Source: an optimization exercise on an open RTL-to-GDS flow (aim: small area and a short achievable clock period). Production flows keep margins and buffers that such runs may drop. Function was checked by simulation only, so behaviour that the tests miss may differ from the original. Power figures rest on the tool's default switching activity, not on a simulated workload.

## job 2136
## dll_retry_monitor
module dll_retry_monitor #(
  parameter int DEPTH          = 16,
  parameter int REPLAY_TIMEOUT = 1024
) (
  input  logic                 sclk,
  input  logic                 srst,
  input  logic [1:0]           dlcm_state_i,
  input  logic                 tl2dll_valid_i,
  input  logic [255:0]         tl2dll_data_i,
  output logic                 tl2dll_ready_o,
  input  logic [15:0]          acknak_seq_num_i,
  input  logic [1:0]           acknak_seq_en_i,
  output logic                 tlp_valid_o,
  output logic [255:0]         tlp_data_o,
  output logic [11:0]          tlp_seq_o,
  input  logic                 arb_ready_i,
  output logic                 replay_rollover_o,
  output logic [$clog2(DEPTH):0] buf_count_o
);
Size in the first run: roughly 7200 cells after synthesis.
Settings: LEC_CHECK=0, CAP_MARGIN=25, CORE_MARGIN=2, CORE_UTILIZATION=50, CTS_CLUSTER_DIAMETER=100, CTS_CLUSTER_SIZE=28, SETUP_SLACK_MARGIN=4.2, SLEW_MARGIN=35, SYNTH_HIERARCHICAL=1, SYNTH_MINIMUM_KEEP_SIZE=0, TNS_END_PERCENT=10; clock period 8.0 ns.
standard.sh (not shown) runs the stock make flow with config.mk's settings and CLKGATE_MAP_FILE= SYNTH_SCRIPT=/design/flow/synth_recipe.tcl, a recipe that flattens the netlist after the stock synthesis.
==> flow/flow/run.sh <==
#!/bin/bash
# Standard layout, with the port buffers made of buf_2 cells instead of the
# delay buffers buffer_ports picks by default. Full tool output goes to
# run.log in this folder (ORFS's per-step logs stay under orfs/logs).
set -o pipefail
export BUFFER_PORTS_ARGS="-buffer_cell sky130_fd_sc_hd__buf_2"
bash standard.sh > run.log 2>&1
diff inputs: job 2136 => job 5014
Settings: CAP_MARGIN changed from 25 to 20; SLEW_MARGIN changed from 35 to 20.
## What came out
- Side by side, total chip power turned out lower in job 5014 than in job 2136.
- On footprint of the flip-flops and latches, job 2136 and job 5014 are basically level.
- Relative to job 2136, the count of clock-buffer cells in the layout measured on job 5014 has decreased slightly.
- Post-route clock period utilization: job 5014 vs job 2136 up 0.66 points
- Completing all stages was not enough for job 5014: its layout failed the final checks because of max-slew violations.
- Diff job 2136 and job 5014: tightest hold margin higher in job 2136
- Job 5014 vs. job 2136: number of failing hold endpoints at the final stage shows no meaningful change; first-pass GRT wire length saw a decrease; setup slack lost 0.053 ns; area used by multi-input combinational logic ~0 delta.
- Via count: job 5014 < job 2136
What job 5961 does differently from job 5014 at the input level:
Settings: CTS_CLUSTER_SIZE now 30, was 28; TNS_END_PERCENT no longer set, was 10.
==> flow/run.sh (new file) <==
#!/bin/bash
# synth_recipe.tcl (not shown) runs the flow's synth.tcl, then flattens the netlist and writes it again
# the make line also repeats each setting of config.mk as NAME=value (left out here)
make -C /OpenROAD-flow-scripts/flow DESIGN_CONFIG=/design/flow/config.mk WORK_HOME=/design/flow/orfs CLKGATE_MAP_FILE= SYNTH_SCRIPT=/design/flow/synth_recipe.tcl finish
removed: flow/flow/run.sh
removed: flow/standard.sh
--- outcome ---
Job 5961 ran to completion and came out clean on the timing, design-rule and antenna checks.
Job 5961 improves on job 5014 in worst hold slack.
Post-detailed-placement cell area in job 5961 is about 1.6% above job 5014.
Going from job 5014 to job 5961, worst setup slack fell 0.014 ns, global-route usage up 2.6 points.
Number of fill cells in the layout, job 5961 and job 5014: lower on job 5961
Job 5014 → job 5961: total power draw went up by 0.00054 W; cell depth of the worst setup path went up by 4.
From job 5014 to job 5961 the numbers moved as follows: first-pass detailed-route iteration total picked up an extra 4, number of diodes lost 36%, DRC marker count from the first detailed-route iteration picked up an extra 1925.
Input changes introduced in job 8659 (baseline for comparison: job 5961):
Settings: swapping 20 for 25 in CAP_MARGIN; putting TNS_END_PERCENT at 10 where nothing was set; swapping 20 for 35 in SLEW_MARGIN; swapping 30 for 28 in CTS_CLUSTER_SIZE.
==> comparison <==
Lower combinational power was reported by job 8659, not job 5961.
Compared with job 5961, in job 8659 critical path depth now sits higher; cell count moved down; area taken by flip-flops and latches about even; maximum frequency fell by 2.8 MHz.
Job 5961 ended up with dlcm_state_i[0] as its critical path launch point; job 8659 ended up with acknak_seq_num_i[2].
Compared with job 5961, in job 8659 routed wire length now smaller, combinational fraction of design power now smaller.
Job 8659 | status: complete | timing, DRC, antenna: pass
Against job 5961, cell area in job 8659 fell by a few percent.

========
Another version of the RTL of dll_retry_monitor (not shown whole).
Size: ~4500 flip-flops, about 0.16 mm2 of cells after synthesis.
==> flow/config.mk <==
export PLATFORM = sky130hd
export DESIGN_NAME = dll_retry_monitor
export DESIGN_NICKNAME = dll_retry_monitor
export VERILOG_FILES = /design/flow/design.v
export SDC_FILE = /design/flow/constraint.sdc
export NUM_CORES = 4
export LEC_CHECK = 0
export CAP_MARGIN = 20
export CORE_MARGIN = 2
export CORE_UTILIZATION = 50
export CTS_CLUSTER_DIAMETER = 100
export CTS_CLUSTER_SIZE = 25
export SETUP_SLACK_MARGIN = 4.2
export SLEW_MARGIN = 20
export SYNTH_HIERARCHICAL = 1
export SYNTH_MINIMUM_KEEP_SIZE = 0
export TNS_END_PERCENT = 10
==> flow/constraint.sdc <==
create_clock -name core_clock -period 8.0 [get_ports {sclk}]
set_input_delay 1.6000 -clock core_clock [delete_from_list [all_inputs] [get_ports {sclk}]]
set_output_delay 1.6000 -clock core_clock [all_outputs]
set_load 0.01 [all_outputs]
==> flow/flow/run.sh <==
#!/bin/bash
# Standard layout, with the port buffers made of buf_2 cells instead of the
# delay buffers buffer_ports picks by default. Full tool output goes to
# run.log in this folder (ORFS's per-step logs stay under orfs/logs).
set -o pipefail
export BUFFER_PORTS_ARGS="-buffer_cell sky130_fd_sc_hd__buf_2"
bash standard.sh > run.log 2>&1
==> next run, changes <==
==> flow/run.sh (new file) <==
#!/bin/bash
# synth_recipe.tcl (not shown) runs the flow's synth.tcl, then flattens the netlist and writes it again
# the make line also repeats each setting of config.mk as NAME=value (left out here)
make -C /OpenROAD-flow-scripts/flow DESIGN_CONFIG=/design/flow/config.mk WORK_HOME=/design/flow/orfs CLKGATE_MAP_FILE= SYNTH_SCRIPT=/design/flow/synth_recipe.tcl finish
removed: flow/flow/run.sh
removed: flow/standard.sh
- die area does not change
- synthesized cell count is unchanged
- power went up slightly
- worst hold slack gains 20 ps
- worst setup slack loses 48 ps

## static timing again, ports no longer ideal
Ports are ideal in the flow. The routed layouts listed here were re-timed in OpenROAD.
Step 1 assumes that a clkbuf_16 drives the clock port and a buf_2 every other input.
Step 2 adds t to the input delays and takes it off the output delays; t is the mean of the earliest and latest rising clock arrival at the registers after step 1. Input paths then give back, and output paths get back, about the clock's delay inside the block.
Slacks: no drivers / after step 1 / after step 2; pairs: no drivers / after step 1.
run | t (ns) | setup WS [ns] | hold slack, ns | worst register clock-pin slew, ns | pins driven straight from the clock port
job 2136 | 1.012 | 3.434 / 3.402 / 2.391 | 0.467 / 0.467 / 0.467 | 0.11 / 0.11 | 1
job 5014 | 1.007 | 3.382 / 3.442 / 2.435 | 0.450 / 0.450 / 0.450 | 0.11 / 0.11 | 1
job 5961 | 1.014 | 3.367 / 3.435 / 2.421 | 0.456 / 0.456 / 0.456 | 0.12 / 0.12 | 1
job 8659 | 1.030 | 3.307 / 3.348 / 2.318 | 0.474 / 0.474 / 0.474 | 0.11 / 0.11 | 1
the first run of note 2 | 1.042 | 3.308 / 3.288 / 2.246 | 0.442 / 0.442 / 0.442 | 0.11 / 0.11 | 1
the second run of note 2 | 1.046 | 3.260 / 3.334 / 2.289 | 0.462 / 0.462 / 0.462 | 0.11 / 0.11 | 1
For the first run of note 2, which loses most, drivers alone change the setup slack by -0.020 ns; drivers and shift together by -1.062 ns.
